What follows belongs to an exercise in optimizing a design on an open flow for a short achievable clock period; a production flow would make more cautious choices.
The RTL was checked by simulation tests, not by an equivalence proof against the original design.
No driver is modelled on the clock port, so clock power and skew are understated where the tree is cut down; a real chip needs a root buffer or a tree.
Power and IR drop assume default switching activity.

## tofpet_readout
module tofpet_readout (
	input  logic                         clkin_parallel,
	input  logic                         cpu_resetn,
	input  logic [6-1:0]  hit_valid,
	input  logic [6*32-1:0] hit_data,	 
	input  logic                         cmd_valid,
	input  logic [8:0]                   cmd,		 
	output logic                         cmd_credit,
	output logic                         res_valid,
	output logic [32+5:0]    res,		 
	input  logic                         res_credit
);
Size: ~4,900 cells after synthesis, about 250 I/O pins, roughly 0.080 mm2 of cells after synthesis.
clock: 4.0 ns
lec_check: 0
cap_margin: 20
core_margin: 2
core_utilization: 55
place_density: 0.68
setup_slack_margin: 2.5
slew_margin: 20
tns_end_percent: 100
standard.sh (not shown) runs the stock make flow with config.mk's settings and CLKGATE_MAP_FILE= SYNTH_SCRIPT=/design/flow/synth_recipe.tcl, a recipe that flattens the netlist after the stock synthesis.
==> flow/flow/run.sh <==
#!/bin/bash
set -euo pipefail
export PRE_CTS_TCL="$(pwd)/flow/pre_cts.tcl"
export BUFFER_PORTS_ARGS="-buffer_cell sky130_fd_sc_hd__buf_8"
bash standard.sh > flow.log 2>&1
Other scripts of this flow, unchanged in this note and not shown: flow/flow/pre_cts.tcl, flow/flow/tree.tcl
Next try:
CORE_UTILIZATION = 50   (was 55)
PLACE_DENSITY = 0.65   (was 0.68)
SETUP_SLACK_MARGIN = 2.2   (was 2.5)
The changed run completed without violations.
Global-route usage is lower by 3.3 points.
Register-to-register slack is about the same.
Core utilization decreases by 9.8 points.
Power goes down by about 3%.
Setup slack improves by 0.036 ns.
Clock power stays flat.
Wire length goes down by about 3.4%.
Sequential share of layout area increases by 4.1 points.
First-iteration DRC count shrinks by 8.4%.
Via count fell by 4.2%.
Die area rose by about 10%.
In every run of this note, the design's own scripts or RTL, not TritonCTS, make the clock network.

Setup of run A:
tofpet_readout, a different RTL version from the one above (not shown whole).
Size: ~5100 cells after synthesis, about 2300 flip-flops, ~250 I/O pins, ~0.081 sq mm of cells after synthesis.
Settings: LEC_CHECK=0, CAP_MARGIN=20, CORE_MARGIN=2, CORE_UTILIZATION=50, PLACE_DENSITY=0.65, SETUP_SLACK_MARGIN=2.5, SLEW_MARGIN=20, TNS_END_PERCENT=100; clock period 4.0 ns.
Scripts as last shown in full above: flow/flow/run.sh
Other scripts of this flow, unchanged in this note and not shown: flow/flow/pre_cts.tcl, flow/flow/tree.tcl
Run A | status: complete | timing, DRC, antenna: pass
Edits applied to the flow inputs when going from run A to run B:
# run A
export LEC_CHECK = 0
export CAP_MARGIN = 20
export CORE_MARGIN = 2
export CORE_UTILIZATION = 50
export PLACE_DENSITY = 0.65
export SETUP_SLACK_MARGIN = 2.5
export SLEW_MARGIN = 20
export TNS_END_PERCENT = 100
create_clock -name core_clock -period 4.0 [get_ports {clkin_parallel}]
# run B
export LEC_CHECK = 0
export CAP_MARGIN = 20
export CORE_MARGIN = 2
export CORE_UTILIZATION = 50
export PLACE_DENSITY = 0.65
export SETUP_SLACK_MARGIN = 4.0
export SLEW_MARGIN = 20
export TNS_END_PERCENT = 100
create_clock -name core_clock -period 4.0 [get_ports {clkin_parallel}]
--- outcome ---
In the flow results for run A and run B, the total power is larger on run B. Going from run A to run B, upper clock frequency limit has decreased, wire length after detailed routing has increased. Going from run A to run B, the area of combinational cells with multiple inputs was found to have gone up by 8.5%. Run A reports its critical path start-end classification as reg2out while run B reports reg2reg. Taking run A over run B, the cell area ratio works out to 0.890. Between run B and run A, it is run B whose via count of the routed design is higher, by 4699. Worst-case setup margin in the final layout delta for run B relative to run A: 0.024 ns lower. Relative to run A, run B degrades time the worst path needs with I/O delays and setup. | sequential cell area | run A vs run B | ≈ equal |.
Setup changes, run B to run C
# run B
export LEC_CHECK = 0
export CAP_MARGIN = 20
export CORE_MARGIN = 2
export CORE_UTILIZATION = 50
export PLACE_DENSITY = 0.65
export SETUP_SLACK_MARGIN = 4.0
export SLEW_MARGIN = 20
export TNS_END_PERCENT = 100
create_clock -name core_clock -period 4.0 [get_ports {clkin_parallel}]
# run C
export LEC_CHECK = 0
export CAP_MARGIN = 20
export CORE_MARGIN = 2
export CORE_UTILIZATION = 60
export PLACE_DENSITY = 0.72
export SETUP_SLACK_MARGIN = 2.5
export SLEW_MARGIN = 20
export TNS_END_PERCENT = 100
create_clock -name core_clock -period 4.0 [get_ports {clkin_parallel}]
==> notes.md <==
Run C vs. run B: growth of design area from synthesis to finish lost 16 points; clock slew seen by the registers of the worst setup and hold paths neither gained nor lost much. Taking run C as 1.0, run B lands at 1.17 on routed wire length. Run C went all the way through the flow, and no timing, DRC or antenna check failed.
Setup changes, run C to run D
# run C
export LEC_CHECK = 0
export CAP_MARGIN = 20
export CORE_MARGIN = 2
export CORE_UTILIZATION = 60
export PLACE_DENSITY = 0.72
export SETUP_SLACK_MARGIN = 2.5
export SLEW_MARGIN = 20
export TNS_END_PERCENT = 100
create_clock -name core_clock -period 4.0 [get_ports {clkin_parallel}]
# run D
export LEC_CHECK = 0
export CAP_MARGIN = 20
export CORE_MARGIN = 2
export CORE_UTILIZATION = 50
export PLACE_DENSITY = 0.65
export SETUP_SLACK_MARGIN = 3.0
export SLEW_MARGIN = 20
export TNS_END_PERCENT = 100
create_clock -name core_clock -period 4.0 [get_ports {clkin_parallel}]
==> notes.md <==
Relative to run C, via count has increased by 5.6% in run D. Run D ended with more total power than run C. Run C reports its top layer used by detailed routing as met4 while run D reports met5. Run D ends up with higher final cell count than run C does. Starting density of the core | run D below run C. Re via count of the first global-routing pass: run D is 2746 up on run C.
--- input diff run D..run E ---
# run D
export LEC_CHECK = 0
export CAP_MARGIN = 20
export CORE_MARGIN = 2
export CORE_UTILIZATION = 50
export PLACE_DENSITY = 0.65
export SETUP_SLACK_MARGIN = 3.0
export SLEW_MARGIN = 20
export TNS_END_PERCENT = 100
create_clock -name core_clock -period 4.0 [get_ports {clkin_parallel}]
# run E
export LEC_CHECK = 0
export CAP_MARGIN = 20
export CORE_MARGIN = 2
export CORE_UTILIZATION = 50
export PLACE_DENSITY = 0.65
export SETUP_SLACK_MARGIN = 2.2
export SLEW_MARGIN = 20
export TNS_END_PERCENT = 100
create_clock -name core_clock -period 4.0 [get_ports {clkin_parallel}]
Findings:
The run showing the smaller share of power burned in combinational logic is run E. Total routed wire length on the met1 layer ended up about 7.5% lower on run E than on run D. [compare] base=run D new=run E: ratio of total power to cell area moved up; combinational power moved down. Run E ran to completion and came out clean on the timing, design-rule and antenna checks. Higher global-route met3 utilization was reported by run D, not run E. There was hardly any difference in count of buffers inserted at the top-level ports between run D and run E. On clock transition at the registers of the reported paths, run D and run E are neck and neck.
In every run of this note, the design's own scripts or RTL, not TritonCTS, make the clock network.

==> afterwards: timing with drivers on the ports <==
Ports are ideal in the flow. The routed layouts listed here were re-timed in OpenROAD. Step 1, drivers: a clkbuf_16 drives clkin_parallel and a buf_2 each remaining input, both assumed. Step 2, shift: input delay + t, output delay - t, t = (earliest + latest rising clock arrival at the registers) / 2. This alone moves slack from input paths to output paths. Three values: ideal ports, drivers, drivers and shift; two values: the first two.
run | t, ns | setup WS [ns] | worst hold slack (ns)
the first run of note 1 | 0.731 | 2.127 / 2.000 / 1.483 | 0.436 / 0.299 / 0.436
the second run of note 1 | 0.734 | 2.164 / 1.981 / 1.568 | 0.428 / 0.299 / 0.475
run A | 0.738 | 2.177 / 1.986 / 1.826 | 0.428 / 0.296 / 0.428
run B | 0.757 | 2.153 / 1.963 / 1.912 | 0.408 / 0.272 / 0.455
run C | 0.734 | 2.079 / 1.991 / 1.623 | 0.432 / 0.291 / 0.435
run D | 0.749 | 2.177 / 1.984 / 1.691 | 0.422 / 0.282 / 0.475
run E | 0.742 | 2.141 / 1.987 / 1.653 | 0.429 / 0.288 / 0.469
After both steps setup and hold are still met in every run listed. The setup slack of the first run of note 1, which loses most, moves by -0.127 ns with the drivers and by -0.644 ns with both steps.
